This is an optimization exercise on Yosys and OpenROAD, whose aim is small area, not a production implementation.
Only simulation tests tie the RTL to the original design; equivalence was not proved.
No activity file was given, so power comes from the tool's default toggle rates.

### flow/design.v
`default_nettype none
package skfd_pkg;
    localparam int FIFO_DEPTH = 32;
    localparam int CNT_W      = $clog2(FIFO_DEPTH + 1);
    localparam int COUNT_W    = 6;
    localparam logic [7:0] SC_EXT       = 8'hE0;
    localparam logic [7:0] SC_LSHIFT    = 8'h2A;
    localparam logic [7:0] SC_RSHIFT    = 8'h36;
    localparam logic [7:0] SC_LSHIFT_BR = 8'hAA;
    localparam logic [7:0] SC_RSHIFT_BR = 8'hB6;
    localparam logic [7:0] SC_CAPS      = 8'h3A;
    localparam logic [7:0] SC_TAB       = 8'h0F;
    localparam logic [7:0] SC_UP        = 8'h48;
    localparam logic [7:0] SC_DOWN      = 8'h50;
    localparam logic [7:0] SC_LEFT      = 8'h4B;
    localparam logic [7:0] SC_RIGHT     = 8'h4D;
    localparam logic [7:0] TOK_UP    = 8'hF1;
    localparam logic [7:0] TOK_DOWN  = 8'hF2;
    localparam logic [7:0] TOK_LEFT  = 8'hF3;
    localparam logic [7:0] TOK_RIGHT = 8'hF4;
    typedef enum logic [1:0] {
        MODE_SCAN     = 2'd0,
        MODE_POP      = 2'd1,
        MODE_CLEAR    = 2'd2,
        MODE_FLAG_CLR = 2'd3
    } mode_t;
    typedef struct packed {
        mode_t      mode;
        logic [7:0] scan_byte;
        logic       snapshot_enable;
    } cmd_t;
    typedef struct packed {
        logic               key_valid;
        logic [7:0]         key_char;
        logic [7:0]         key_scan;
        logic               key_pressed;
        logic [COUNT_W-1:0] fifo_count;
        logic               snapshot_saved;
        logic               snapshot_request;
    } evt_t;
    typedef struct packed {
        logic [7:0] ch;
        logic [7:0] scan;
        logic       pressed;
    } entry_t;
    localparam int ENTRY_W = 17;    
    typedef struct packed {
        logic   push;
        entry_t entry;
        logic   snap_req;
        logic   saved;
    } dec_t;
    typedef struct packed {
        logic shift;
        logic load;
    } cell_ctrl_t;
    function automatic logic [7:0] lower_char(input logic [6:0] code);
        logic [7:0] ch;
        case (code)
            7'h01: ch = 8'h1B;
            7'h02: ch = 8'h31;
            7'h03: ch = 8'h32;
            7'h04: ch = 8'h33;
            7'h05: ch = 8'h34;
            7'h06: ch = 8'h35;
            7'h07: ch = 8'h36;
            7'h08: ch = 8'h37;
            7'h09: ch = 8'h38;
            7'h0A: ch = 8'h39;
            7'h0B: ch = 8'h30;
            7'h0C: ch = 8'h2D;
            7'h0D: ch = 8'h3D;
            7'h0E: ch = 8'h08;
            7'h0F: ch = 8'h09;
            7'h10: ch = 8'h71;
            7'h11: ch = 8'h77;
            7'h12: ch = 8'h65;
            7'h13: ch = 8'h72;
            7'h14: ch = 8'h74;
            7'h15: ch = 8'h79;
            7'h16: ch = 8'h75;
            7'h17: ch = 8'h69;
            7'h18: ch = 8'h6F;
            7'h19: ch = 8'h70;
            7'h1A: ch = 8'h5B;
            7'h1B: ch = 8'h5D;
            7'h1C: ch = 8'h0A;
            7'h1E: ch = 8'h61;
            7'h1F: ch = 8'h73;
            7'h20: ch = 8'h64;
            7'h21: ch = 8'h66;
            7'h22: ch = 8'h67;
            7'h23: ch = 8'h68;
            7'h24: ch = 8'h6A;
            7'h25: ch = 8'h6B;
            7'h26: ch = 8'h6C;
            7'h27: ch = 8'h3B;
            7'h28: ch = 8'h27;
            7'h29: ch = 8'h60;
            7'h2B: ch = 8'h5C;
            7'h2C: ch = 8'h7A;
            7'h2D: ch = 8'h78;
            7'h2E: ch = 8'h63;
            7'h2F: ch = 8'h76;
            7'h30: ch = 8'h62;
            7'h31: ch = 8'h6E;
            7'h32: ch = 8'h6D;
            7'h33: ch = 8'h2C;
            7'h34: ch = 8'h2E;
            7'h35: ch = 8'h2F;
            7'h37: ch = 8'h2A;
            7'h39: ch = 8'h20;
            default: ch = 8'h00;
        endcase
        lower_char = ch;
    endfunction
    function automatic logic [7:0] upper_char(input logic [6:0] code);
        logic [7:0] ch;
        case (code)
            7'h01: ch = 8'h1B;
            7'h0E: ch = 8'h08;
            7'h0F: ch = 8'h09;
            7'h10: ch = 8'h51;
            7'h11: ch = 8'h57;
            7'h12: ch = 8'h45;
            7'h13: ch = 8'h52;
            7'h14: ch = 8'h54;
            7'h15: ch = 8'h59;
            7'h16: ch = 8'h55;
            7'h17: ch = 8'h49;
            7'h18: ch = 8'h4F;
            7'h19: ch = 8'h50;
            7'h1C: ch = 8'h0A;
            7'h1E: ch = 8'h41;
            7'h1F: ch = 8'h53;
            7'h20: ch = 8'h44;
            7'h21: ch = 8'h46;
            7'h22: ch = 8'h47;
            7'h23: ch = 8'h48;
            7'h24: ch = 8'h4A;
            7'h25: ch = 8'h4B;
            7'h26: ch = 8'h4C;
            7'h2C: ch = 8'h5A;
            7'h2D: ch = 8'h58;
            7'h2E: ch = 8'h43;
            7'h2F: ch = 8'h56;
            7'h30: ch = 8'h42;
            7'h31: ch = 8'h4E;
            7'h32: ch = 8'h4D;
            7'h39: ch = 8'h20;
            default: ch = 8'h00;
        endcase
        upper_char = ch;
    endfunction
    localparam logic [6:0] KEY_NONE = 7'h00;
    localparam logic [6:0] KC_UP    = 7'h7C;
    localparam logic [6:0] KC_DOWN  = 7'h7D;
    localparam logic [6:0] KC_LEFT  = 7'h7E;
    localparam logic [6:0] KC_RIGHT = 7'h7F;
    localparam logic [2:0] OP_NONE  = 3'd0;
    localparam logic [2:0] OP_PUSH  = 3'd1;
    localparam logic [2:0] OP_POP   = 3'd2;
    localparam logic [2:0] OP_CLEAR = 3'd3;
    localparam logic [2:0] OP_SNAP  = 3'd4;
    localparam logic [2:0] OP_FCLR  = 3'd5;
    localparam logic [511:0] LOWER_TAB = 512'h00000000000020002A002F2E2C6D6E627663787A5C0060273B6C6B6A686766647361000A5D5B706F697579747265777109083D2D303938373635343332311B00;
    localparam logic [63:0] IN_LOWER  = 64'h02BFFBFFDFFFFFFE;
    localparam logic [63:0] IN_CAPS   = 64'h0207F07FD3FFC002;
    localparam logic [63:0] IS_LETTER = 64'h0007F07FC3FF0000;
    function automatic logic [7:0] code_char(input logic [6:0] c);
        logic [7:0] ch;
        if (c[6] && c[5:2] == 4'b1111)
            ch = {6'b111100, c[1:0]} + 8'd1;
        else
        begin
            ch = LOWER_TAB[8*c[5:0] +: 8];
            if (c[6])
                ch[5] = 1'b0;
        end
        code_char = ch;
    endfunction
    function automatic logic [7:0] code_scan(input logic [6:0] c);
        logic [7:0] sc;
        case (c)
            KC_UP:    sc = SC_UP;
            KC_DOWN:  sc = SC_DOWN;
            KC_LEFT:  sc = SC_LEFT;
            KC_RIGHT: sc = SC_RIGHT;
            default:  sc = {2'b00, c[5:0]};
        endcase
        code_scan = sc;
    endfunction
endpackage
`default_nettype wire
`default_nettype none
module scancode_key_decoder_fifo_top (
    input  wire logic            clk,
    input  wire logic            rst_n,
    input  wire logic            cmd_valid,
    output logic                 cmd_stall,
    input  wire logic [10:0]     cmd_in,
    output logic                 evt_valid,
    input  wire logic            evt_stall,
    output logic [25:0]          evt_out
);
    localparam int DEPTH = skfd_pkg::FIFO_DEPTH;
    logic [1:0] mode;
    logic [7:0] b;
    logic       en;
    assign mode = cmd_in[10:9];
    assign b    = cmd_in[8:1];
    assign en   = cmd_in[0];
    logic       prefix_reg, shift_reg, caps_reg, saved_reg;
    logic [5:0] count_reg;
    logic       out_valid_reg, skid_valid_reg;
    logic       out_req_reg;
    logic [6:0] out_key;
    logic [2:0] skid_op;
    logic [6:0] q [DEPTH];
    logic accept, take, exec;
    assign cmd_stall = skid_valid_reg;
    assign accept    = cmd_valid && !skid_valid_reg;
    assign take      = out_valid_reg && !evt_stall;
    assign exec      = skid_valid_reg ? take : (accept && (take || !out_valid_reg));
    logic [2:0] fresh_op;
    logic [6:0] fresh_key;
    logic       prefix_next, shift_next, caps_next;
    always_comb
    begin
        prefix_next = prefix_reg;
        shift_next  = shift_reg;
        caps_next   = caps_reg;
        fresh_op    = skfd_pkg::OP_NONE;
        fresh_key   = {caps_reg && skfd_pkg::IS_LETTER[b[5:0]], b[5:0]};
        case (mode)
            skfd_pkg::MODE_SCAN:
            begin
                if (b == skfd_pkg::SC_EXT)
                    prefix_next = 1'b1;
                else if (prefix_reg)
                begin
                    prefix_next = 1'b0;
                    fresh_op    = skfd_pkg::OP_PUSH;
                    case (b)
                        skfd_pkg::SC_UP:    fresh_key = skfd_pkg::KC_UP;
                        skfd_pkg::SC_DOWN:  fresh_key = skfd_pkg::KC_DOWN;
                        skfd_pkg::SC_LEFT:  fresh_key = skfd_pkg::KC_LEFT;
                        skfd_pkg::SC_RIGHT: fresh_key = skfd_pkg::KC_RIGHT;
                        default:            fresh_op  = skfd_pkg::OP_NONE;
                    endcase
                end
                else if (b == skfd_pkg::SC_LSHIFT || b == skfd_pkg::SC_RSHIFT)
                    shift_next = 1'b1;
                else if (b == skfd_pkg::SC_LSHIFT_BR || b == skfd_pkg::SC_RSHIFT_BR)
                    shift_next = 1'b0;
                else if (b == skfd_pkg::SC_CAPS)
                    caps_next = !caps_reg;
                else if (b == skfd_pkg::SC_TAB && shift_reg && en)
                    fresh_op = skfd_pkg::OP_SNAP;
                else if (!b[7] && !b[6] &&
                         (caps_reg ? skfd_pkg::IN_CAPS[b[5:0]] : skfd_pkg::IN_LOWER[b[5:0]]))
                    fresh_op = skfd_pkg::OP_PUSH;
            end
            skfd_pkg::MODE_POP:   fresh_op = skfd_pkg::OP_POP;
            skfd_pkg::MODE_CLEAR: fresh_op = skfd_pkg::OP_CLEAR;
            default:              fresh_op = skfd_pkg::OP_FCLR;
        endcase
    end
    always_ff @(posedge clk or negedge rst_n)
    begin
        if (!rst_n)
        begin
            prefix_reg <= 1'b0;
            shift_reg  <= 1'b0;
            caps_reg   <= 1'b0;
        end
        else if (accept)
        begin
            prefix_reg <= prefix_next;
            shift_reg  <= shift_next;
            caps_reg   <= caps_next;
        end
    end
    logic [2:0] op;
    logic       is_key, is_pop, is_clr, is_snap, is_fclr;
    logic       full, nonempty, push;
    assign op       = skid_valid_reg ? skid_op : fresh_op;
    assign is_key   = (op == skfd_pkg::OP_PUSH);
    assign is_pop   = (op == skfd_pkg::OP_POP);
    assign is_clr   = (op == skfd_pkg::OP_CLEAR);
    assign is_snap  = (op == skfd_pkg::OP_SNAP);
    assign is_fclr  = (op == skfd_pkg::OP_FCLR);
    assign full     = count_reg[5];
    assign nonempty = (count_reg != 6'd0);
    assign push     = accept && (fresh_op == skfd_pkg::OP_PUSH);
    always_ff @(posedge clk or negedge rst_n)
    begin
        if (!rst_n)
        begin
            count_reg <= '0;
            saved_reg <= 1'b0;
        end
        else if (exec)
        begin
            if (is_key && !full)
                count_reg <= count_reg + 6'd1;
            else if (is_pop && nonempty)
                count_reg <= count_reg - 6'd1;
            else if (is_clr)
                count_reg <= '0;
            if (is_snap)
                saved_reg <= 1'b1;
            else if (is_fclr)
                saved_reg <= 1'b0;
        end
    end
    always_ff @(posedge clk)
    begin
        if (push)
        begin
            q[0] <= fresh_key;
            for (int i = 1; i < DEPTH; i++)
                q[i] <= q[i-1];
        end
    end
    always_ff @(posedge clk or negedge rst_n)
    begin
        if (!rst_n)
        begin
            out_valid_reg  <= 1'b0;
            skid_valid_reg <= 1'b0;
        end
        else
        begin
            if (take || !out_valid_reg)
                out_valid_reg <= skid_valid_reg || accept;
            if (take)
                skid_valid_reg <= 1'b0;
            else if (out_valid_reg && accept)
                skid_valid_reg <= 1'b1;
        end
    end
    logic [6:0] qr [DEPTH];
    logic [6:0] head;
    for (genvar j = 0; j < DEPTH; j++)
    begin : g_qr
        assign qr[j] = q[(j + DEPTH - 1) % DEPTH];
    end
    assign head = qr[count_reg[4:0]];
    always_ff @(posedge clk)
    begin
        if (!skid_valid_reg)
            skid_op <= fresh_op;
        if (take || !out_valid_reg)
        begin
            out_req_reg <= is_snap;
            out_key     <= (is_pop && nonempty) ? head : skfd_pkg::KEY_NONE;
        end
    end
    logic [7:0] key_char, key_scan;
    assign key_char = skfd_pkg::code_char(out_key);
    assign key_scan = skfd_pkg::code_scan(out_key);
    assign evt_valid = out_valid_reg;
    logic key_valid;
    assign key_valid = (out_key != skfd_pkg::KEY_NONE);
    assign evt_out   = {key_valid, key_char, key_scan, key_valid,
                        count_reg, saved_reg, out_req_reg};
endmodule
`default_nettype wire
### flow/flow/run.sh
#!/bin/bash
# Own layout flow: the standard flow (standard.sh, all ORFS steps unchanged) with
#  - synthesis exactly as synth_recipe.tcl makes it;
#  - a clock tree of clkbuf_4/clkbuf_8 without dummy loads;
#  - buf_1 cells as the port buffers.
# Each tool's full output: ORFS's logs under orfs/logs, make's output in flow_make.log.
set -euo pipefail
W=$(pwd)
F=$W/flow

cat > "$W/own_config.mk" <<MK
include $W/config.mk
export CTS_ARGS = -sink_clustering_enable -repair_clock_nets -buf_list {sky130_fd_sc_hd__clkbuf_4 sky130_fd_sc_hd__clkbuf_8} -dont_use_dummy_load -sink_clustering_size 18 -sink_clustering_max_diameter 80
export BUFFER_PORTS_ARGS = -buffer_cell sky130_fd_sc_hd__buf_1
MK

bash "$W/standard.sh" DESIGN_CONFIG="$W/own_config.mk" finish > "$W/flow_make.log" 2>&1
### flow/standard.sh
#!/bin/bash
# synth_recipe.tcl (not shown) runs the flow's synth.tcl, then flattens the netlist and writes it again
# the make line also repeats each setting of config.mk as NAME=value (left out here)
make -C /OpenROAD-flow-scripts/flow DESIGN_CONFIG=/design/flow/config.mk WORK_HOME=/design/flow/orfs CLKGATE_MAP_FILE= SYNTH_SCRIPT=/design/flow/synth_recipe.tcl "${@:-finish}"
### flow/config.mk
export PLATFORM = sky130hd
export DESIGN_NAME = scancode_key_decoder_fifo_top
export DESIGN_NICKNAME = scancode_key_decoder_fifo_top
export VERILOG_FILES = /design/flow/design.v
export SDC_FILE = /design/flow/constraint.sdc
export NUM_CORES = 4
export LEC_CHECK = 0
export ABC_AREA = 1
export CAP_MARGIN = 0
export CORE_MARGIN = 2
export CORE_UTILIZATION = 60
export CTS_BUF_LIST = sky130_fd_sc_hd__clkbuf_4 sky130_fd_sc_hd__clkbuf_8
export GPL_TIMING_DRIVEN = 0
export SLEW_MARGIN = 0
### flow/constraint.sdc
create_clock -name core_clock -period 4.0 [get_ports {clk}]
set_input_delay 0.8000 -clock core_clock [delete_from_list [all_inputs] [get_ports {clk}]]
set_output_delay 0.8000 -clock core_clock [all_outputs]
set_load 0.01 [all_outputs]
==> run notes, run 1 <==
router iterations before antenna repair 7; Tightest Pin Transition 0.911 ns; routed len/inst 18.2 um; register area share after synthesis 66.6%; vias in the first global route 7,059; Top FF cell, synth edfxtp_1; Util after Layout 66.6%; pin count of the biggest net entering global routing 24; Total GRT Usage 23.9%; Starting Density 61.2%; unrepaired setup endpoints after global routing no; nature of the critical path endpoint output pin; setup TNS 0 ns; Mean Syn Cell Area 11.2 sq um; first-pass GRT wire length 37,100 um; synthesized cell area 11,000 sq um; Total Die Area 19,400 sq um; root buf cell clkbuf_8; Clock Skew 0.0660 ns; Max Slew Vio Count 0; RD Place Congestion 0.884; final-report hold violation count 0; Max IR drop VDD 0.359 mV; Mapped Cells 984; drt initial violations 774; EDFF count, synth 232; most frequent cell after synthesis nand2_1; achievable frequency 264 MHz; Clock Pin Slew Worst Setup and Hold Paths 0.11 ns; Clock Tree Buf Depth 3; CP Data Arrival Time 2.99 ns; Worst path most repeated cell inv_1; ys async rst share 4.86%; Detail Placement HPWL 17,200 um; hold_buf cts 0; total grt overflow 0; final net count 1,089; layout cells sized above 1 7.12%; max reg flops 224; Core Rows 49; max incr delay on CP 0.58 ns; Synth top area share 63.3%; max capacitance violation total 0; antenna violations before repair 0; DRC violations left 0; CP Data Required Time 3.20 ns; crit path kind reg2out; Rel. slew slack 39.3%; Hold WS 0.291 ns; Core ar. 18,000 sq um; Critical Path Fanout Max 10; PortBufs 39; post-DR vias/cell 5.83; setup ws final 0.213 ns; static leakage 4.61 nW; Area growth, synth to finish 8.83%; count of different cell masters after synthesis 56; post-CTS sizing 0; final wirelength 23,400 um; pre-CTS setup slack 0.134 ns; Final Setup Violations 0; FF+latch count, synth 247; area leader, netlist edfxtp_1; Worst setup SP type flop; Min-Delay Path Class in2async; via count 7,480; clock latency (worst-skew pair) 0.52 ns; Num CTS Buffers 18; Worst R2R Setup Slack 1.00 ns; Min Clock Period, post-route 3.79 ns; fin crit share 94.7%; Design Area, Final 12,000 sq um; ranking of synthesized cells by area edfxtp_1 63%, nand2_1 9.1%, inv_1 2.9%; Slowest-stage cell, CP edfxtp_1; Ys Warns 3; outcome finished clean; die height 139 um; io pins 43; CTS tree done; Antenna diodes 0; crit-path cells inv_1 > ha_1 > inv_1 > nor2_1 > nand2_1 > or4_1 > buf_4 > buf_1; Die X 139 um; Final ANT Viol Nets 0; Post-CTS Setup Bufs 0; # clock sinks 247; synth cell count leaders 266 x nand2_1, 232 x edfxtp_1, 86 x inv_1, 85 x nor2_1, 62 x nand3_1; Placed Area 11,700 sq um; H-tree levels 1; PD cells 483 nW/um^2; Mapped Nets 1,017
-- metal layers --
layer	global-route usage, %	share of wire (%)
met1	34.8	45
met2	38.9	47
met3	3.37	6.3
met4	5.53	1.5
met5	0	0
-- placed cells by master, fill, tap and decap left out, types with 5 or more instances in the layout --
master,synthesis,layout
clkbuf_8,0,18
dfrtp_1,12,12
nor3_1,10,10
edfxtp_1,232,232
a22oi_1,9,9
buf_4,7,6
buf_2,6,6
clkbuf_1,6,6
a21oi_1,20,20
o21ai_0,22,22
buf_8,0,10
nor2_1,85,84
a221oi_1,27,26
o22ai_1,6,6
o211ai_1,8,8
buf_1,1,40
ha_1,18,18
nand3_1,62,62
inv_1,86,86
xor2_1,5,5
nand4_1,28,28
nand2_2,4,5
nand2_1,266,265
-- stage by stage --
stage	instances	power, W
after floorplan	984	0.00413
after global placement	1252	0.00467
after detailed placement	1265	0.00468
after CTS	1283	0.00579
after global routing	1283	0.00607
final	1283	0.00578
-- cells by family after synthesis --
family / Yosys count / synth area share [%]
DFF: 247 / 66.6
other: 1 / 0.0341
buffers and inverters: 115 / 4.31
adders and majority gates: 18 / 2.05
and+or+nand+nor: 478 / 18.9
xor gates and xnor gates: 5 / 0.398
AOI/OAI and AO/OA: 120 / 7.65
-- report_power, final --
group / total [W] / switching [W] / internal, W
registers: 0.00297 / 0.0000853 / 0.00289
logic: 0.00167 / 0.00116 / 0.000509
clock network: 0.00114 / 0.000732 / 0.000406
-- critical path: cells and delay by family (launching register included) --
family	cells	cell delay, ns
fa+ha+maj	1	0.23
buf+inv	4	0.66
flops	1	0.58
simple gates	3	0.99
-- area by class of cell --
type / count / area, sq um
repair buffers: 52 / 392
plain buffers: 22 / 133
well taps: 229 / 287
inverters: 93 / 349
clock buffers: 18 / 248
flip-flops and latches: 247 / 7330
fillers: 1380 / 5990
multi-input cells: 622 / 3230
-- final timing paths --
path | from | to | cells after the start
worst max-delay path | out_key[1] | evt_out[25] | 8
worst min-delay path | rst_n | skid_valid_reg | 1
worst max register to register | caps_reg | q[13][3] | 15
worst min register to register | q[4][3] | q[5][3] | 0
max in group asynchronous | rst_n | out_valid_reg | 1
min in group core_clock | q[4][3] | q[5][3] | 0
==> inputs of run 2 (changes only) <==
--- a/flow/flow/run.sh
+++ b/flow/flow/run.sh
@@ -2,3 +2,4 @@
 # Own layout flow: the standard flow (standard.sh, all ORFS steps unchanged) with
-#  - synthesis exactly as synth_recipe.tcl makes it;
+#  - synthesis as synth_recipe.tcl makes it, except that ABC maps the logic with an
+#    area-oriented script (flow/heavy.abc) in place of ORFS's abc_area.script;
 #  - a clock tree of clkbuf_4/clkbuf_8 without dummy loads;
@@ -10,2 +11,12 @@
 
+cat > "$W/own_synth.tcl" <<TCL
+# synth_recipe.tcl with ABC's script replaced
+proc abc {args} {
+  set i [lsearch -exact \$args -script]
+  if { \$i >= 0 } { lset args [expr { \$i + 1 }] {$F/heavy.abc} }
+  yosys abc {*}\$args
+}
+source {$W/synth_recipe.tcl}
+TCL
+
 cat > "$W/own_config.mk" <<MK
@@ -16,2 +27,2 @@
 
-bash "$W/standard.sh" DESIGN_CONFIG="$W/own_config.mk" finish > "$W/flow_make.log" 2>&1
+bash "$W/standard.sh" DESIGN_CONFIG="$W/own_config.mk" SYNTH_SCRIPT="$W/own_synth.tcl" finish > "$W/flow_make.log" 2>&1
==> flow/flow/heavy.abc (new file) <==
strash
dch -f
map -a
strash
dch -f
map -a
strash
dch -f
map -a
topo
--- a/flow/config.mk
+++ b/flow/config.mk
@@ -8,3 +8,3 @@
 export ABC_AREA = 1
-export CAP_MARGIN = 0
+export CAP_MARGIN = 20
 export CORE_MARGIN = 2
@@ -13,2 +13,2 @@
 export GPL_TIMING_DRIVEN = 0
-export SLEW_MARGIN = 0
+export SLEW_MARGIN = 20
==> run 2 against run 1 <==
Clock power about the same. Clock-buffer cell count down 1. Die area down 5.5%. Total power down 0.16%. Final cell count down 14%. Critical path depth down 1. Sequential power up 4%. Combinational power down 6%. Critical path type unchanged. Flip-flop and latch count unchanged. Worst setup slack worse by 0.012 ns. Sequential share of layout area up 2.7 points.
==> run notes, run 2 <==
Core Rows 48 (-2.0%); Starting Density 60.6% (-0.60 points); Clock Power Share 19.4% (-0.3 points); CTS tree done; final net count 907 (-17%); drt initial violations 1,266 (+64%); io pins 43 (unchanged); FF+latch count, synth 247 (unchanged); layout cells sized above 1 9.86% (+2.7 points); Num CTS Buffers 17 (-1); total grt overflow 0 (unchanged); Die X 136 um (-2.8%); Top FF cell, synth edfxtp_1; Max IR drop VDD 0.350 mV (-2.5%); Max Slew Vio Count 0 (unchanged); CP Data Required Time 3.20 ns (about the same); Clock Tree Buf Depth 3 (unchanged); ranking of synthesized cells by area edfxtp_1 67%, a22oi_1 4.6%, nor2_1 3.1%; cell internal pwr 0.00381 W (+0.16%); antenna violations before repair 0 (unchanged); Antenna diodes 0 (unchanged); register area share after synthesis 70.6% (+4.0 points); root buf cell clkbuf_8; most frequent cell after synthesis edfxtp_1; Mapped Nets 822 (-19%); H-tree levels 1 (unchanged); die height 136 um (-2.8%); EDFF count, synth 232 (unchanged); Worst R2R Setup Slack 0.27 ns (-0.73 ns); synth cell count leaders 232 x edfxtp_1, 87 x nor2_1, 75 x nand2_1, 74 x clkinv_1, 64 x a22oi_1; routed len/inst 25.0 um (+37%); first-pass GRT wire length 40,800 um (+10%); Psw 0.00196 W (-0.76%); # clock sinks 247 (unchanged); Final Setup Violations 0 (unchanged); sequential share of power 53.4% (+2.0 points); Min-Delay Path Class in2async; most frequent cells in the layout 232 x edfxtp_1, 82 x nor2_1, 75 x nand2_1, 64 x a22oi_1, 63 x clkinv_1; most common cell after layout, fill and taps aside edfxtp_1; Rel. slew slack 23.8% (-15 points); hold_buf cts 0 (unchanged); nature of the critical path endpoint output pin; Inst Count DP 1,076 (-15%); Detail Placement HPWL 19,400 um (+13%); pin count of the biggest net entering global routing 21 (-13%); synthesized cell area 10,400 sq um (-5.7%); Ys Warns 3 (unchanged); achievable frequency 263 MHz (-0.30%); CP Data Arrival Time 3.00 ns (about the same); Area growth, synth to finish 10.4%; Util after Layout 66.9% (+0.29 points); max capacitance violation total 0 (unchanged); Clock Skew 0.0475 ns (-0.0185 ns); Total GRT Usage 30.0% (+6.1 points); Placed Area 11,200 sq um (-4.8%); final wirelength 27,400 um (+17%); Worst setup SP type flop; count of different cell masters after synthesis 40 (-29%); router iterations before antenna repair 8 (+1); crit path kind reg2out; static leakage 3.69 nW (-20%); combinational share of power 27.1% (-1.7 points); RD Place Congestion 0.912 (+3.1%); setup TNS 0 ns (unchanged); DRC violations left 0 (unchanged); Critical Path Fanout Max 8 (-2); PD cells 504 nW/um^2 (+4.3%); Core ar. 17,100 sq um (-4.7%); Finished Layout Cells 1,097 (-14%); final-report hold violation count 0 (unchanged); Tightest Pin Transition 1.14 ns (+0.227 ns); Hold WS 0.329 ns (+0.0380 ns); outcome finished clean; Mapped Cells 789 (-20%); clock latency (worst-skew pair) 0.54 ns (+0.02 ns); Final ANT Viol Nets 0 (unchanged); post-DR vias/cell 6.73 (+15%); Sw Ratio 34.0% (-0.21 points); Clock Pin Slew Worst Setup and Hold Paths 0.12 ns (about the same); Total Die Area 18,400 sq um (-5.5%); fin crit share 95.0% (+0.29 points); vias in the first global route 7,016 (-0.61%); Design Area, Final 11,500 sq um (-4.3%); Mean Syn Cell Area 13.2 sq um (+18%); max reg flops 224 (unchanged); via count 7,386 (-1.3%); area leader, netlist edfxtp_1; Synth top area share 67.1% (+3.8 points); PortBufs 41 (+5.1%); Min Clock Period, post-route 3.80 ns (+0.0116 ns); ys async rst share 4.86% (unchanged)
run 2: kinds of logic after synthesis:
family	Yosys count	share of synthesized area [%]
AOI/OAI and AO/OA	202	13.8
xor gates and xnor gates	4	0.338
DFF	247	70.6
other	1	0.0361
and+or+nand+nor	237	9.92
buffers and inverters	80	3.11
adders and majority gates	18	2.17
run 2: path summary, 6_finish.rpt:
| kind | startpoint | endpoint | cells after the start |
|---|---|---|---|
| setup / recovery | out_key[0] | evt_out[17] | 7 |
| hold / removal | rst_n | count_reg[1] | 1 |
| setup reg to reg | count_reg[2] | out_key[6] | 10 |
| hold reg to reg | q[1][5] | q[2][5] | 0 |
| max in group asynchronous | rst_n | out_valid_reg | 1 |
| min in group core_clock | q[1][5] | q[2][5] | 0 |
run 2: worst max-delay path, stage by stage (launching register included):
cell,delay [ns]
edfxtp_1,0.58
clkinvlp_4,0.29
ha_1,0.40
o21ai_0,0.32
a21oi_1,0.11
o311ai_0,0.39
o221ai_1,0.20
buf_1,0.16
run 2: cell type report:
cell class              instances  area [sq um]
fillers                      1243          5660
inverters                      74           332
well taps                     225           282
plain buffers                   6          45.0
repair buffers                 66           409
flip-flops and latches        247          7330
multi-input cells             462          2830
clock buffers                  17           234
run 2: repair_timing:
action | 4_1_cts | 5_1_grt
buffers inserted | 0 | 6
gates resized for setup | 0 | 12
endpoints found under the setup margin | 0 | 54
run 2: power groups by stage:
stage	combinational [W]	clock [W]	sequential, W
after floorplan	0.000945	0	0.00312
after global placement	0.00141	0	0.00315
after detailed placement	0.00147	0	0.00314
after CTS	0.00148	0.00112	0.00308
after global routing	0.00168	0.00121	0.00310
final	0.00157	0.00112	0.00308
run 2: routing by layer:
| layer | track usage [%] | wire length (um) | vias up |
|---|---|---|---|
| met5 | 0 | 0 | - |
| met4 | 9.38 | 880 | 0 |
| met3 | 6.73 | 3060 | 94 |
| met2 | 48.1 | 12900 | 481 |
| met1 | 41.5 | 10600 | 3607 |
| li1 | - | - | 3204 |
run 2: metrics by stage:
| stage | power [W] | setup slack [ns] |
|---|---|---|
| floorplan | 0.00406 | -5.47 |
| global placement | 0.00457 | -7.90 |
| detailed placement | 0.00461 | -0.507 |
| CTS | 0.00568 | 0.0345 |
| global route | 0.00599 | -0.00334 |
| finish | 0.00577 | 0.202 |
==> inputs of run 3 (changes only) <==
--- a/flow/design.v
+++ b/flow/design.v
@@ -156,5 +156,5 @@
     localparam logic [6:0] KC_UP    = 7'h7C;
-    localparam logic [6:0] KC_DOWN  = 7'h7D;
-    localparam logic [6:0] KC_LEFT  = 7'h7E;
-    localparam logic [6:0] KC_RIGHT = 7'h7F;
+    localparam logic [6:0] KC_DOWN  = 7'h7E;
+    localparam logic [6:0] KC_LEFT  = 7'h7F;
+    localparam logic [6:0] KC_RIGHT = 7'h7D;
     localparam logic [2:0] OP_NONE  = 3'd0;
@@ -172,3 +172,10 @@
         if (c[6] && c[5:2] == 4'b1111)
-            ch = {6'b111100, c[1:0]} + 8'd1;
+        begin
+            case (c[1:0])
+                2'b00:   ch = TOK_UP;
+                2'b10:   ch = TOK_DOWN;
+                2'b11:   ch = TOK_LEFT;
+                default: ch = TOK_RIGHT;
+            endcase
+        end
         else
@@ -224,2 +231,4 @@
     assign exec      = skid_valid_reg ? take : (accept && (take || !out_valid_reg));
+    logic       is_scan, is_ext, is_arrow, in_table, snap_key;
+    logic       fresh_push, fresh_snap;
     logic [2:0] fresh_op;
@@ -227,2 +236,23 @@
     logic       prefix_next, shift_next, caps_next;
+    assign is_scan  = (mode == skfd_pkg::MODE_SCAN);
+    assign is_ext   = (b == skfd_pkg::SC_EXT);
+    assign is_arrow = (b == skfd_pkg::SC_UP) || (b == skfd_pkg::SC_DOWN) ||
+                      (b == skfd_pkg::SC_LEFT) || (b == skfd_pkg::SC_RIGHT);
+    assign in_table = !b[7] && !b[6] &&
+                      (caps_reg ? skfd_pkg::IN_CAPS[b[5:0]] : skfd_pkg::IN_LOWER[b[5:0]]);
+    assign snap_key = (b == skfd_pkg::SC_TAB) && shift_reg && en;
+    assign fresh_push = is_scan && (prefix_reg ? is_arrow : (in_table && !snap_key));
+    assign fresh_snap = is_scan && !prefix_reg && snap_key;
+    assign fresh_key  = prefix_reg ? {5'b11111, b[4] | b[1], b[0]}
+                                   : {caps_reg && skfd_pkg::IS_LETTER[b[5:0]], b[5:0]};
+    always_comb
+    begin
+        case (mode)
+            skfd_pkg::MODE_SCAN:  fresh_op = fresh_push ? skfd_pkg::OP_PUSH :
+                                             fresh_snap ? skfd_pkg::OP_SNAP : skfd_pkg::OP_NONE;
+            skfd_pkg::MODE_POP:   fresh_op = skfd_pkg::OP_POP;
+            skfd_pkg::MODE_CLEAR: fresh_op = skfd_pkg::OP_CLEAR;
+            default:              fresh_op = skfd_pkg::OP_FCLR;
+        endcase
+    end
     always_comb
@@ -232,37 +262,15 @@
         caps_next   = caps_reg;
-        fresh_op    = skfd_pkg::OP_NONE;
-        fresh_key   = {caps_reg && skfd_pkg::IS_LETTER[b[5:0]], b[5:0]};
-        case (mode)
-            skfd_pkg::MODE_SCAN:
+        if (is_scan)
+        begin
+            prefix_next = is_ext;
+            if (!is_ext && !prefix_reg)
             begin
-                if (b == skfd_pkg::SC_EXT)
-                    prefix_next = 1'b1;
-                else if (prefix_reg)
-                begin
-                    prefix_next = 1'b0;
-                    fresh_op    = skfd_pkg::OP_PUSH;
-                    case (b)
-                        skfd_pkg::SC_UP:    fresh_key = skfd_pkg::KC_UP;
-                        skfd_pkg::SC_DOWN:  fresh_key = skfd_pkg::KC_DOWN;
-                        skfd_pkg::SC_LEFT:  fresh_key = skfd_pkg::KC_LEFT;
-                        skfd_pkg::SC_RIGHT: fresh_key = skfd_pkg::KC_RIGHT;
-                        default:            fresh_op  = skfd_pkg::OP_NONE;
-                    endcase
-                end
-                else if (b == skfd_pkg::SC_LSHIFT || b == skfd_pkg::SC_RSHIFT)
+                if (b == skfd_pkg::SC_LSHIFT || b == skfd_pkg::SC_RSHIFT)
                     shift_next = 1'b1;
-                else if (b == skfd_pkg::SC_LSHIFT_BR || b == skfd_pkg::SC_RSHIFT_BR)
+                if (b == skfd_pkg::SC_LSHIFT_BR || b == skfd_pkg::SC_RSHIFT_BR)
                     shift_next = 1'b0;
-                else if (b == skfd_pkg::SC_CAPS)
+                if (b == skfd_pkg::SC_CAPS)
                     caps_next = !caps_reg;
-                else if (b == skfd_pkg::SC_TAB && shift_reg && en)
-                    fresh_op = skfd_pkg::OP_SNAP;
-                else if (!b[7] && !b[6] &&
-                         (caps_reg ? skfd_pkg::IN_CAPS[b[5:0]] : skfd_pkg::IN_LOWER[b[5:0]]))
-                    fresh_op = skfd_pkg::OP_PUSH;
             end
-            skfd_pkg::MODE_POP:   fresh_op = skfd_pkg::OP_POP;
-            skfd_pkg::MODE_CLEAR: fresh_op = skfd_pkg::OP_CLEAR;
-            default:              fresh_op = skfd_pkg::OP_FCLR;
-        endcase
+        end
     end
@@ -294,3 +302,3 @@
     assign nonempty = (count_reg != 6'd0);
-    assign push     = accept && (fresh_op == skfd_pkg::OP_PUSH);
+    assign push     = accept && fresh_push;
     always_ff @(posedge clk or negedge rst_n)
--- a/flow/flow/run.sh
+++ b/flow/flow/run.sh
@@ -23,3 +23,3 @@
 include $W/config.mk
-export CTS_ARGS = -sink_clustering_enable -repair_clock_nets -buf_list {sky130_fd_sc_hd__clkbuf_4 sky130_fd_sc_hd__clkbuf_8} -dont_use_dummy_load -sink_clustering_size 18 -sink_clustering_max_diameter 80
+export CTS_ARGS = -sink_clustering_enable -repair_clock_nets -buf_list {sky130_fd_sc_hd__clkbuf_4 sky130_fd_sc_hd__clkbuf_8} -dont_use_dummy_load -sink_clustering_size 16 -sink_clustering_max_diameter 70
 export BUFFER_PORTS_ARGS = -buffer_cell sky130_fd_sc_hd__buf_1
==> flow/flow/heavy.abc (replaced) <==
strash
&get -n
&deepsyn -J 100
&put
dch -f
map -a
strash
dch -f
map -a
strash
dch -f
map -a
topo
==> run 3 against run 2 <==
Sequential power shrank 3%. Synthesized area shrank 1.6%. Clock skew grew 0.012 ns. Highest routed layer unchanged. Clock-buffer cell count grew 2. Still clean. Clock power grew 4%. Critical endpoint is now out_key[1]. Final cell count shrank 2.6%. First-iteration DRC count shrank 10%. Hold slack lost 0.039 ns.
==> run notes, run 3 <==
outcome finished clean; final wirelength 26,900 um (-2.0%); max capacitance violation total 0 (unchanged); FF+latch count, synth 247 (unchanged); register area share after synthesis 71.7% (+1.1 points); Mapped Cells 767 (-2.8%); Buf/Inv on CP 3 (+1); most common cell after layout, fill and taps aside edfxtp_1; CP Data Required Time 4.31 ns (+1.11 ns); # fillers 1,183 (-4.8%); Critical Path Fanout Max 7 (-1); Placed Area 10,900 sq um (-2.0%); drt initial violations 1,134 (-10%); R2R Path End out_key[1]; Area growth, synth to finish 9.87%; synth cell count leaders 232 x edfxtp_1, 90 x nor2_1, 85 x nand2_1, 66 x clkinv_1, 61 x a22oi_1; FF-to-FF path depth 12 (+2); most frequent cell after synthesis edfxtp_1; Final ANT Viol Nets 0 (unchanged); cell internal pwr 0.00382 W (+0.21%); # clock sinks 247 (unchanged); crit-path cells clkinv_1 > ha_1 > clkinv_1 > nor2_1 > clkinv_1 > nor2_1 > a22oi_1 > nand3_1 > a221oi_1 > nand4_1 > nor2_1 > a311oi_1; Mean Syn Cell Area 13.3 sq um (+1.3%); Psw 0.00203 W (+3.7%); Design Area, Final 11,200 sq um (-2.0%); die height 134 um (-0.76%); Detail Placement HPWL 18,800 um (-3.1%); Antenna diodes 0 (unchanged); Clock Power Share 19.8% (+0.4 points); Storage cell area 7330 sq um (unchanged); Slowest-stage cell, CP nor2_1; clock latency (worst-skew pair) 0.53 ns (about the same); routed len/inst 25.2 um (+0.63%); total grt overflow 0 (unchanged); io pins 43 (unchanged); nature of the critical path endpoint flop; sequential share of power 51.3% (-2.1 points); FF-to-FF Start count_reg[0]; Clock Skew 0.0596 ns (+0.0121 ns); post-DR vias/cell 6.73 (about the same); Util after Layout 67.4% (+0.52 points); Min Clock Period, post-route 3.84 ns (+0.0404 ns); Sw Ratio 34.7% (+0.77 points); layout cells sized above 1 8.25% (-1.6 points); Max Slew Vio Count 0 (unchanged); Worst path depth 12 (+5); pin count of the biggest net entering global routing 17 (-19%); EDFF count, synth 232 (unchanged); Ys Warns 3 (unchanged); achievable frequency 261 MHz (-1.1%); unrepaired setup endpoints after global routing no; static leakage 3.62 nW (-1.9%); Tightest Pin Transition 1.24 ns (+0.106 ns); crit path kind reg2reg; multi-input logic area 2640 sq um (-6.5%); RD Place Congestion 0.899 (-1.4%); area leader, netlist edfxtp_1; antenna violations before repair 0 (unchanged); CTS tree done; Num CTS Buffers 19 (+2); Starting Density 61.4% (+0.76 points); CP Data Arrival Time 4.15 ns (+1.15 ns); fin crit share 96.0% (+1.0 points); Final Setup Violations 0 (unchanged); count of different cell masters after synthesis 40 (unchanged); most frequent cells in the layout 232 x edfxtp_1, 87 x nor2_1, 85 x nand2_1, 61 x clkinv_1, 61 x a22oi_1; Worst setup SP type flop; first-pass GRT wire length 39,700 um (-2.8%); Min-Delay Path Class in2async; H-tree levels 1 (unchanged); router iterations before antenna repair 6 (-2); PortBufs 41 (unchanged); Total GRT Usage 29.7% (-0.29 points); Die X 134 um (-0.76%); Total Die Area 18,100 sq um (-1.5%); combinational share of power 28.9% (+1.8 points); Max IR drop VDD 0.311 mV (-11%); final-report hold violation count 0 (unchanged); hold_buf cts 0 (unchanged); Top FF cell, synth edfxtp_1; vias in the first global route 6,782 (-3.3%); Mapped Nets 800 (-2.7%); Rel. slew slack 16.8% (-7.1 points); Worst R2R Setup Slack 0.16 ns (-0.11 ns); PD cells 521 nW/um^2 (+3.5%); ys async rst share 4.86% (unchanged); synthesized cell area 10,200 sq um (-1.6%); Synth top area share 68.2% (+1.1 points); final net count 883 (-2.6%); ranking of synthesized cells by area edfxtp_1 68%, a22oi_1 4.5%, nor2_1 3.3%; max reg flops 224 (unchanged); Clock Pin Slew Worst Setup and Hold Paths 0.09 ns (-0.03 ns); Core ar. 16,600 sq um (-2.8%); max incr delay on CP 0.83 ns (+0.25 ns); root buf cell clkbuf_8; Core Rows 47 (-2.1%); CP top delay family simple AND/OR/NAND/NOR gates; via count 7,185 (-2.7%); Clock Tree Buf Depth 3 (unchanged); DRC violations left 0 (unchanged)
-- run 3: cell families (layout without fill, tap and decap cells) --
logic type / after synthesis / in the layout / share of synthesized area (%)
flops: 247 / 247 / 71.7
simple gates: 240 / 240 / 10.0
compound gates: 187 / 187 / 13.0
buf+inv: 72 / 153 / 2.87
fa+ha+maj: 18 / 18 / 2.20
other cells: 1 / 1 / 0.0367
xor+xnor: 1 / 1 / 0.0858
mux: 1 / 1 / 0.110
-- run 3: metrics by stage --
step           instances  total power [W]  setup slack (ns)  hold slack, ns  TNS (ns)
3_3_place_gp        1028          0.00464             -7.91           0.429  -1771.63
3_5_place_dp        1048          0.00467            -0.399           0.434    -10.58
2_1_floorplan        767          0.00406             -5.25           0.418  -1176.19
5_1_grt             1068          0.00607           0.00338           0.334         0
6_report            1068          0.00585             0.161           0.290         0
4_1_cts             1067          0.00578           0.00141           0.304         0
-- run 3: cell type report --
| cell class | count | share of cell area, % |
|---|---|---|
| clock buffer | 19 | 2.33 |
| multi-input combinational | 448 | 23.6 |
| buffer | 6 | 0.401 |
| timing repair buffer | 62 | 3.32 |
| sequential | 247 | 65.3 |
| inverter | 66 | 2.65 |
| tap | 220 | 2.45 |
-- run 3: worst max-delay path by stage --
stage,from,end,slack [ns]
global placement,cmd_in[2],q[10][0],-7.91
CTS,count_reg[2],out_key[0],0.001
global route,out_key[3],evt_out[11],0.003
finish,count_reg[0],out_key[1],0.16
detailed placement,cmd_in[2],count_reg[5],-0.40
floorplan,cmd_in[2],q[0][0],-5.25
-- run 3: repair_timing --
action,CTS,global route
gates resized for setup,0,8
setup endpoints to repair,0,13
setup buffers,0,1
-- run 3: power by group through the flow --
stage                     sequential, W  clock [W]  combinational (W)
after global placement          0.00306          0            0.00158
after floorplan                 0.00304          0            0.00102
after global routing            0.00301    0.00125            0.00181
after CTS                       0.00300    0.00117            0.00162
after detailed placement        0.00306          0            0.00161
final                           0.00300    0.00116            0.00169
-- run 3: routing by layer --
| layer | GRT usage, % | routed length [um] | vias up |
|---|---|---|---|
| met3 | 6.79 | 3140 | 82 |
| met1 | 41.2 | 10300 | 3482 |
| li1 | - | - | 3112 |
| met5 | 0 | 0 | - |
| met2 | 47.1 | 12300 | 509 |
| met4 | 10.1 | 1130 | 0 |
==> inputs of run 4 (changes only) <==
==> flow/flow/heavy.abc (replaced) <==
strash
dch -f
map -a
strash
dch -f
map -a
strash
dch -f
map -a
topo
--- a/flow/config.mk
+++ b/flow/config.mk
@@ -13,2 +13,3 @@
 export GPL_TIMING_DRIVEN = 0
+export PLACE_DENSITY = 0.8
 export SLEW_MARGIN = 20
==> run 4 against run 3 <==
Still clean on timing, DRC and antenna. Register-to-register slack gained 0.32 ns. Synthesized area grew 0.89%. Worst setup slack gained 0.041 ns. Non-clock buffer count shrank 13. Clock power is essentially flat. Clock skew shrank 0.024 ns. Total power shrank 4.1%. Combinational power shrank 14%. Critical path type is now reg2out. Largest cell class unchanged. Highest routed layer unchanged.
==> run notes, run 4 <==
post-DR vias/cell 6.77 (+0.70%); Min-Delay Path Class in2async; Design Area, Final 11,200 sq um (-0.45%); CP Data Required Time 3.20 ns (-1.11 ns); Die X 135 um (+0.43%); Total GRT Usage 28.0% (-1.7 points); Antenna diodes 0 (unchanged); met1 usage 39.2% (-2.1 points); setup ws final 0.202 ns (+0.0409 ns); Ys Warns 3 (unchanged); outcome finished clean; max capacitance violation total 0 (unchanged); Util after Layout 66.9% (-0.54 points); Tightest Pin Transition 1.21 ns (-0.0293 ns); PD cells 502 nW/um^2 (-3.7%); EDFF count, synth 232 (unchanged); routed len/inst 23.8 um (-5.4%); Core ar. 16,700 sq um (+0.35%); met3 usage 4.17% (-2.6 points); # fillers 1,193 (+0.85%); Critical Path Fanout Max 10 (+3); Starting Density 61.7% (+0.33 points); layout cells sized above 1 5.04% (-3.2 points); ranking of synthesized cells by area edfxtp_1 68%, a22oi_1 5.2%, nor2_1 3.2%; Placed Area 10,900 sq um (-0.66%); synth cell count leaders 232 x edfxtp_1, 88 x nor2_1, 84 x clkinv_1, 73 x nand2_1, 71 x a22oi_1; max reg flops 224 (unchanged); Final Setup Violations 0 (unchanged); final net count 888 (+0.57%); Synth top area share 67.6% (-0.60 points); Top FF cell, synth edfxtp_1; DRC violations left 0 (unchanged); most common cell after layout, fill and taps aside edfxtp_1; Area growth, synth to finish 8.41%; busiest grt layer met2; Rel. slew slack 18.4% (+1.6 points); final-report hold violation count 0 (unchanged); synthesized cell area 10,300 sq um (+0.89%); Num CTS Buffers 19 (unchanged); met2 GRT Util 44.9% (-2.2 points); vias in the first global route 6,819 (+0.55%); Worst setup SP type flop; pre-CTS setup slack -0.520 ns (-0.121 ns); ys async rst share 4.86% (unchanged); Total Die Area 18,200 sq um (+0.86%); static leakage 3.54 nW (-2.1%); final wirelength 25,500 um (-5.0%); area leader, netlist edfxtp_1; via count 7,269 (+1.2%); io pins 43 (unchanged); crit path kind reg2out; Clock Pin Slew Worst Setup and Hold Paths 0.10 ns (about the same); Hold WS 0.280 ns (-0.00928 ns); Core Rows 47 (unchanged); Clock Tree Buf Depth 3 (unchanged); total grt overflow 0 (unchanged); Mapped Nets 818 (+2.3%); first-pass GRT wire length 38,500 um (-3.0%); Mean Syn Cell Area 13.1 sq um (-1.4%); hold_buf cts 0 (unchanged); most frequent cell after synthesis edfxtp_1; # clock sinks 247 (unchanged); Final ANT Viol Nets 0 (unchanged); register area share after synthesis 71.1% (-0.64 points); drt initial violations 1,123 (-0.97%); PortBufs 41 (unchanged); nature of the critical path endpoint output pin; antenna violations before repair 0 (unchanged); root buf cell clkbuf_8; H-tree levels 1 (unchanged); RD Place Congestion 0.911 (+1.3%); die height 135 um (+0.43%); Max IR drop VDD 0.282 mV (-9.2%); Detail Placement HPWL 17,200 um (-8.6%); achievable frequency 263 MHz (+1.1%); FF+latch count, synth 247 (unchanged); CTS tree done; Inst Count DP 1,051 (+0.29%); router iterations before antenna repair 6 (unchanged); Max Slew Vio Count 0 (unchanged); most frequent cells in the layout 232 x edfxtp_1, 88 x nor2_1, 81 x clkinv_1, 73 x nand2_1, 71 x a22oi_1; Mapped Cells 785 (+2.3%); Min Clock Period, post-route 3.80 ns (-0.0409 ns); CP Data Arrival Time 3.00 ns (-1.15 ns); pin count of the biggest net entering global routing 61 (+44); fin crit share 94.9% (-1.0 points); count of different cell masters after synthesis 38 (-5.0%); Clock Skew 0.0356 ns (-0.0240 ns); Finished Layout Cells 1,073 (+0.47%); clock latency (worst-skew pair) 0.53 ns (about the same)
==> run 4: cell types whose count changed after synthesis, sizes merged, moves of 3 or more <==
cell,before,now
a21oi,27,34
a221oi,18,25
a22oi,61,71
a31oi,6,13
a32o,9,4
clkinv,66,84
nand2,85,73
nand4,18,14
nor4,4,7
o22ai,8,4
xor2,1,5
==> run 4: worst max-delay path, cell delays in order (launching register included) <==
cell and delay [ns]:
edfxtp_1 0.59, clkinv_1 0.16, ha_1 0.20, clkinv_1 0.20, nor2_1 0.32, clkinv_1 0.19
a221oi_1 0.32, a2bb2oi_1 0.20, o311ai_0 0.15, buf_1 0.16
==> run 4: path summary, 6_finish.rpt <==
| path | start | endpoint | slack (ns) | depth (start not counted) |
|---|---|---|---|---|
| min reg2reg | q[5][2] | q[6][2] | 0.44 | 0 |
| min in group core_clock | q[5][2] | q[6][2] | 0.44 | 0 |
| max in group asynchronous | rst_n | count_reg[4] | 3.29 | 1 |
| max reg2reg | count_reg[2] | out_key[6] | 0.48 | 10 |
| min | rst_n | skid_valid_reg | 0.28 | 1 |
| max | out_key[0] | evt_out[18] | 0.20 | 9 |
==> run 4: metrics by stage <==
stage / total power, W / setup TNS [ns]
2_1_floorplan: 0.00394 / 0
3_3_place_gp: 0.00438 / -155.59
3_5_place_dp: 0.00443 / -3.30
4_1_cts: 0.00557 / 0
5_1_grt: 0.00584 / -0.0370
6_report: 0.00561 / 0
==> run 4: timing repair <==
action | CTS | global route
gates resized for setup | 4 | 3
setup buffers | 1 | 2
setup endpoints to repair | 11 | 15
==> run 4: logic make-up after synthesis <==
group / Yosys count / synth area share (%)
flops: 247 / 71.1
simple gates: 219 / 8.96
compound gates: 205 / 13.8
buf+inv: 90 / 3.50
fa+ha+maj: 18 / 2.19
xor+xnor: 5 / 0.425
other cells: 1 / 0.0364
==> run 4: power by group <==
group | switching (W) | internal [W]
registers | 0.000108 | 0.00288
logic | 0.000992 | 0.000460
clock network | 0.000740 | 0.000429
total | 0.00184 | 0.00376
==> run 4: per-layer routing <==
layer | part of all wire, % | wire [um] | vias up
met5 | 0 | 0 | -
met4 | 4.1 | 1050 | 0
met3 | 10 | 2580 | 104
met2 | 47 | 12000 | 541
met1 | 39 | 9900 | 3488
li1 | - | - | 3136
==> run 4: area by class of cell <==
class                           count  area, sq um  area share [%]
Multi-Input combinational cell    448         2670            23.9
Tap cell                          220          275            2.46
Timing Repair Buffer               49          277            2.47
Sequential cell                   247         7330            65.6
Inverter                           84          318            2.84
Clock buffer                       19          262            2.34
Buffer                              6         45.0           0.403
==> inputs of run 5 (changes only) <==
==> flow/flow/heavy.abc (replaced) <==
strash
dch -f
map -a
strash
dch -f
map -a
strash
dch -f
map -a
strash
dch -f
map -a
strash
dch -f
map -a
strash
dch -f
map -a
strash
dch -f
map -a
strash
dch -f
map -a
topo
--- a/flow/config.mk
+++ b/flow/config.mk
@@ -13,3 +13,2 @@
 export GPL_TIMING_DRIVEN = 0
-export PLACE_DENSITY = 0.8
 export SLEW_MARGIN = 20
==> run 5 against run 4 <==
Global-route usage barely moved. Largest cell class unchanged. Worst setup slack improved by 0.012 ns. Clock power barely moved. Still clean on timing, DRC and antenna.
==> run notes, run 5 <==
final wirelength 25,400 um (-0.42%); register area share after synthesis 71.6% (+0.53 points); overall power 0.00568 W (+1.3%); Slowest-stage cell, CP edfxtp_1; Min-Delay Path Class in2async; Starting Density 61.5% (-0.24 points); Tightest Pin Transition 1.01 ns (-0.209 ns); most common cell after layout, fill and taps aside edfxtp_1; nature of the critical path endpoint output pin; achievable frequency 264 MHz (+0.31%); final-report hold violation count 0 (unchanged); post-DR vias/cell 6.57 (-3.0%); crit-path cells clkinvlp_4 > nor2_1 > clkinv_1 > nor2_2 > a21oi_1 > a31oi_1 > o2111ai_1 > buf_1; Worst R2R Setup Slack 0.23 ns (-0.25 ns); Util after Layout 67.7% (+0.80 points); Rel. slew slack 32.7% (+14 points); Mapped Nets 803 (-1.8%); post-synthesis simple-gate area fraction 9.06% (+0.10 points); Ys Warns 3 (unchanged); Worst setup SP type flop; via count 6,961 (-4.2%); area leader, netlist edfxtp_1; Inst Count DP 1,040 (-1.0%); max capacitance violation total 0 (unchanged); max reg flops 224 (unchanged); Placed Area 10,900 sq um (+0.79%); antenna violations before repair 0 (unchanged); Clock Tree Buf Depth 3 (unchanged); Mapped Cells 770 (-1.9%); R2R Path End out_key[5]; final net count 874 (-1.6%); Core Rows 47 (unchanged); FF+latch count, synth 247 (unchanged); static leakage 3.54 nW (about the same); PD cells 504 nW/um^2 (+0.46%); drt initial violations 954 (-15%); RD Place Congestion 0.881 (-3.3%); layout cells sized above 1 7.39% (+2.3 points); Total GRT Usage 28.0% (-0.038 points); fin crit share 94.6% (-0.30 points); Top FF cell, synth edfxtp_1; outcome finished clean; # clock sinks 247 (unchanged); DRC violations left 0 (unchanged); FF-to-FF path depth 16 (+6); first-pass GRT wire length 38,100 um (-1.1%); router iterations before antenna repair 6 (unchanged); max incr delay on CP 0.78 ns (+0.19 ns); CTS tree done; Hold WS 0.266 ns (-0.0139 ns); H-tree levels 1 (unchanged); xor/xnor cell area share of the yosys netlist 0.257% (-0.17 points); Clock Pin Slew Worst Setup and Hold Paths 0.10 ns (about the same); # fillers 1,195 (+0.17%); io pins 43 (unchanged); routed len/inst 24.0 um (+0.89%); synth cell count leaders 232 x edfxtp_1, 85 x nor2_1, 76 x clkinv_1, 69 x a22oi_1, 68 x nand2_1; Antenna diodes 0 (unchanged); largest family of logic cells by synthesized area compound AO/OA/AOI/OAI gates; Max IR drop VDD 0.275 mV (-2.5%); die height 135 um (-0.36%); Post-CTS Setup Bufs 0 (-1); root buf cell clkbuf_8; Die X 135 um (-0.36%); Finished Layout Cells 1,059 (-1.3%); Max Slew Vio Count 0 (unchanged); most frequent cells in the layout 232 x edfxtp_1, 79 x nor2_1, 69 x a22oi_1, 67 x nand2_1, 65 x clkinv_1; CP Data Arrival Time 2.99 ns (about the same); Num CTS Buffers 19 (unchanged); ranking of synthesized cells by area edfxtp_1 68%, a22oi_1 5.1%, nor2_1 3.1%; Final ANT Viol Nets 0 (unchanged); crit path kind reg2out; post-synthesis mux area share 0% (unchanged); synthesized cell area 10,200 sq um (-0.74%); clock latency (worst-skew pair) 0.54 ns (about the same); vias in the first global route 6,536 (-4.2%); total grt overflow 0 (unchanged); Area growth, synth to finish 10.1%; Critical Path Fanout Max 18 (+8); CP Data Required Time 3.20 ns (about the same); Synth top area share 68.1% (+0.50 points); most frequent cell after synthesis edfxtp_1; Final Setup Violations 0 (unchanged); Total Die Area 18,100 sq um (-0.72%); FF-to-FF Start count_reg[0]; Clock Skew 0.0434 ns (+0.00778 ns); EDFF count, synth 232 (unchanged); Synth Area in Compound Gates 13.6% (-0.22 points); ys async rst share 4.86% (unchanged); Synth Area in Adders 2.20% (+0.016 points); Core ar. 16,600 sq um (-0.35%); pin count of the biggest net entering global routing 32 (-48%); PortBufs 41 (unchanged); unrepaired setup endpoints after global routing no; count of different cell masters after synthesis 36 (-5.3%); Detail Placement HPWL 17,500 um (+1.9%); Min Clock Period, post-route 3.79 ns (-0.0118 ns); Design Area, Final 11,300 sq um (+0.84%); Mean Syn Cell Area 13.3 sq um (+1.2%)
run 5: cell count changes in the layout (fill, tap and decap cells not counted), sizes merged, moves of 3 or more:
cell,change
nor2,-3
nor4,-4
clkinv,-11
nand3,+7
a21oi,-5
nand2,-5
clkinvlp,+4
o21ai,+6
run 5: critical path: cells and delay by family, from the launching register on:
kind / cells / cell delay (ns)
buffers and inverters: 3 / 0.80
DFF: 1 / 0.78
and+or+nand+nor: 2 / 0.49
AOI/OAI and AO/OA: 3 / 0.42
run 5: through the flow:
step	setup WS [ns]	TNS, ns
after detailed placement	-0.139	-3.11
after floorplan	-1.26	-282.79
after global routing	0.0537	0
after global placement	-2.94	-655.38
after CTS	0.103	0
final	0.214	0
run 5: cell families after synthesis:
family	count (synthesis)
XOR/XNOR	3
adder cells (fa/ha/maj)	18
other	1
buffers and inverters	82
flip-flops	247
AO/OA/AOI/OAI	201
AND/OR/NAND/NOR	218
run 5: what timing repair did:
| action | in CTS | in global routing |
|---|---|---|
| resized for setup | 3 | 10 |
| hold endpoints to repair | 0 | 0 |
| hold buffers | 0 | 0 |
| pin swaps | 0 | 0 |
| endpoints found under the setup margin | 1 | 14 |
run 5: how the worst max path moves through the flow:
stage | from | endpoint | slack, ns | cells after the start
final | out_key[2] | evt_out[19] | 0.21 | 8
after global routing | out_key[2] | evt_out[19] | 0.05 | 8
after CTS | out_key[2] | evt_out[19] | 0.10 | 8
after detailed placement | count_reg[2] | out_key[4] | -0.14 | 14
after global placement | cmd_in[4] | q[25][6] | -2.94 | 11
after floorplan | cmd_in[3] | q[0][0] | -1.26 | 10
run 5: cell type report:
| cell class | instances | area [sq um] | share of cell area, % |
|---|---|---|---|
| multi-input combinational | 441 | 2660 | 23.6 |
| inverter | 76 | 345 | 3.06 |
| tap | 220 | 275 | 2.44 |
| timing repair buffer | 50 | 352 | 3.12 |
| sequential | 247 | 7330 | 65.0 |
| buffer | 6 | 45.0 | 0.400 |
| clock buffer | 19 | 262 | 2.32 |
run 5: layer usage:
| metal | GRT usage, % | part of all wire (%) | up-vias |
|---|---|---|---|
| met3 | 7.13 | 11 | 42 |
| li1 | - | - | 3110 |
| met4 | 5.91 | 1.9 | 0 |
| met5 | 0 | 0 | - |
| met1 | 40.4 | 41 | 3389 |
| met2 | 43.9 | 47 | 420 |
run 5: report_power, final:
part	switching (W)	total (W)	internal, W
Clock	0.000737	0.00117	0.000429
Combinational	0.00103	0.00151	0.000479
Sequential	0.000129	0.00300	0.00287
Total	0.00190	0.00568	0.00378
==> inputs of run 6 (changes only) <==
--- a/flow/flow/heavy.abc
+++ b/flow/flow/heavy.abc
@@ -24,2 +24,7 @@
 map -a
+strash
+dch -f
+&get -n
+&nf -a
+&put
 topo
==> run 6 against run 5 <==
Largest cell class unchanged. Core utilization rose by 0.17 points. Global-route usage grew 1.3 points. Total power increased by 2.7%. Die area is essentially flat.
==> run notes, run 6 <==
drt initial violations 1,083 (+14%); Final ANT Viol Nets 0 (unchanged); CTS tree done; Tightest Pin Transition 1.19 ns (+0.188 ns); Area growth, synth to finish 10.5%; overall power 0.00583 W (+2.7%); most common cell after layout, fill and taps aside edfxtp_1; Mapped Cells 712 (-7.5%); CP Data Arrival Time 3.04 ns (+0.05 ns); synthesized cell area 10,200 sq um (about the same); nature of the critical path endpoint output pin; PD cells 516 nW/um^2 (+2.4%); setup TNS 0 ns (unchanged); final wirelength 26,400 um (+3.9%); unrepaired setup endpoints after global routing no; crit-path cells clkinv_1 > ha_1 > a21oi_1 > a311oi_1 > a21oi_1 > or2_0 > buf_1; static leakage 3.61 nW (+1.9%); FF+latch count, synth 247 (unchanged); Finished Layout Cells 1,010 (-4.6%); register area share after synthesis 71.7% (about the same); ys async rst share 4.86% (unchanged); Core Rows 47 (unchanged); Mapped Nets 745 (-7.2%); Total GRT Usage 29.3% (+1.3 points); Detail Placement HPWL 17,800 um (+1.5%); Mean Syn Cell Area 14.4 sq um (+8.1%); Slowest-stage cell, CP edfxtp_1; Die X 135 um (about the same); ranking of synthesized cells by area edfxtp_1 68%, a22oi_1 4.8%, dfrtp_1 2.9%; CP top delay family flip-flops; DRC violations left 0 (unchanged); via count 7,061 (+1.4%); antenna violations before repair 0 (unchanged); first-pass GRT wire length 39,300 um (+3.3%); final-report hold violation count 0 (unchanged); router iterations before antenna repair 7 (+1); # fillers 1,173 (-1.8%); Ys Warns 3 (unchanged); post-CTS sizing 0 (-3); Clock Pin Slew Worst Setup and Hold Paths 0.09 ns (about the same); count of different cell masters after synthesis 53 (+47%); Clock Tree Buf Depth 3 (unchanged); EDFF count, synth 232 (unchanged); synth cell count leaders 232 x edfxtp_1, 66 x a22oi_1, 52 x nand2_1, 45 x nor2_1, 44 x a21oi_1; die height 135 um (about the same); H-tree levels 1 (unchanged); Final Setup Violations 0 (unchanged); Rel. slew slack 20.1% (-13 points); Min-Delay Path Class in2async; # clock sinks 247 (unchanged); achievable frequency 261 MHz (-1.3%); Synth top area share 68.1% (about the same); max incr delay on CP 0.86 ns (+0.08 ns); Top FF cell, synth edfxtp_1; Worst setup SP type flop; most frequent cell after synthesis edfxtp_1; Num CTS Buffers 19 (unchanged); Critical Path Fanout Max 25 (+7); RD Place Congestion 0.938 (+6.4%); routed len/inst 26.2 um (+9.0%); Max Slew Vio Count 0 (unchanged); final net count 825 (-5.6%); io pins 43 (unchanged); Antenna diodes 0 (unchanged); Min Clock Period, post-route 3.84 ns (+0.0501 ns); outcome finished clean; max reg flops 224 (unchanged); pin count of the biggest net entering global routing 28 (-13%); vias in the first global route 6,670 (+2.1%); Worst path most repeated cell a21oi_1; root buf cell clkbuf_8; Post-CTS Setup Bufs 0 (unchanged); area leader, netlist edfxtp_1; Max IR drop VDD 0.289 mV (+5.2%); Clock Skew 0.0502 ns (+0.00680 ns); PortBufs 41 (unchanged); Buf/Inv on CP 2 (-1); Inst Count DP 990 (-4.8%); clock latency (worst-skew pair) 0.54 ns (about the same); post-DR vias/cell 6.99 (+6.4%); crit path kind reg2out; fin crit share 95.9% (+1.3 points); Total Die Area 18,100 sq um (about the same); CP Data Required Time 3.20 ns (about the same); hold_buf cts 0 (unchanged); total grt overflow 0 (unchanged); layout cells sized above 1 6.71% (-0.68 points); Starting Density 61.4% (about the same); Core ar. 16,600 sq um (unchanged); max capacitance violation total 0 (unchanged); most frequent cells in the layout 232 x edfxtp_1, 66 x a22oi_1, 52 x nand2_1, 45 x nor2_1, 43 x a21oi_1
[run 6: metrics by stage]
step	utilization (%)	instance area, sq um	setup WS [ns]	hold slack (ns)
4_1_cts	67.8	11300	0.185	0.284
6_report	67.9	11300	0.164	0.266
2_1_floorplan	-	10200	-1.65	0.425
3_3_place_gp	64.1	10700	-3.16	0.429
5_1_grt	67.9	11300	0.00178	0.352
3_5_place_dp	66.2	11000	0.113	0.433
[run 6: final cells by class]
cell class	count	area [sq um]	area share, %
Clock buffer	19	262	2.32
Multi-Input combinational cell	439	2830	25.0
Timing Repair Buffer	59	479	4.24
Tap cell	220	275	2.44
Sequential cell	247	7330	64.9
Buffer	6	45.0	0.399
Inverter	20	78.8	0.698
[run 6: per-layer routing]
layer | global-route usage, % | wire (um) | vias up
li1 | - | - | 3053
met2 | 44.4 | 11900 | 476
met1 | 42.8 | 10700 | 3464
met4 | 10.0 | 907 | 0
met3 | 6.38 | 2850 | 68
met5 | 0 | 0 | -
[run 6: final timing paths]
check | slack [ns] | start | endpoint | depth (start not counted)
hold reg to reg | 0.43 | q[19][1] | q[20][1] | 0
max in group asynchronous | 3.28 | rst_n | count_reg[3] | 1
setup reg to reg | 0.47 | count_reg[4] | out_key[4] | 7
setup / recovery | 0.16 | out_key[2] | evt_out[22] | 7
hold / removal | 0.27 | rst_n | saved_reg | 1
min in group core_clock | 0.43 | q[19][1] | q[20][1] | 0
[run 6: logic make-up (layout without fill, tap and decap cells)]
logic type | after synthesis | after routing | share of synthesized area (%)
adder cells (fa/ha/maj) | 18 | 18 | 2.20
buffers and inverters | 26 | 104 | 1.17
other | 1 | 1 | 0.0367
AND/OR/NAND/NOR | 205 | 205 | 9.69
flip-flops | 247 | 247 | 71.7
XOR/XNOR | 4 | 4 | 0.343
AO/OA/AOI/OAI | 207 | 207 | 14.5
multiplexers | 4 | 4 | 0.404
[run 6: worst reg2reg max path, stage by stage (launching register included)]
cell,delay (ns)
dfrtp_1,0.69
clkinv_1,0.34
ha_1,0.53
or4_1,0.61
a221oi_2,0.50
buf_4,0.28
a21oi_1,0.08
a21oi_1,0.26
[run 6: power breakdown]
part | leakage (nW) | switching [W] | total, W | internal (W)
sequential | 2.27 | 0.000202 | 0.00309 | 0.00288
clock | 0.137 | 0.000741 | 0.00117 | 0.000429
combinational | 1.20 | 0.00101 | 0.00157 | 0.000563

## afterwards: timing with drivers on the ports
No port has a modelled driver above. Below, the same layouts with a new extraction and two added sets of constraints.
Step 1, drivers: a clkbuf_16 drives clk and a buf_2 each remaining input, both assumed.
Step 2 adds t to the input delays and takes it off the output delays; t is the mean of the earliest and latest rising clock arrival at the registers after step 1. Input paths then give back, and output paths get back, about the clock's delay inside the block.
a / b / c = no drivers / after step 1 / after step 2; a / b = the first two.
run	t (ns)	setup WS [ns]	hold slack, ns
run 1	0.539	0.213 / 0.175 / 0.175	0.291 / 0.278 / 0.425
run 2	0.556	0.202 / 0.158 / -0.259	0.329 / 0.311 / 0.425
run 3	0.547	0.161 / 0.117 / -0.227	0.290 / 0.274 / 0.440
run 4	0.549	0.202 / 0.161 / -0.223	0.280 / 0.264 / 0.438
run 5	0.552	0.214 / 0.176 / -0.072	0.266 / 0.258 / 0.433
run 6	0.558	0.164 / 0.121 / -0.032	0.266 / 0.249 / 0.430
With both steps, setup timing fails in 5 of these runs, where it was met with ideal ports. For run 2, which loses most, drivers alone change the setup slack by -0.044 ns; drivers and shift together by -0.461 ns.
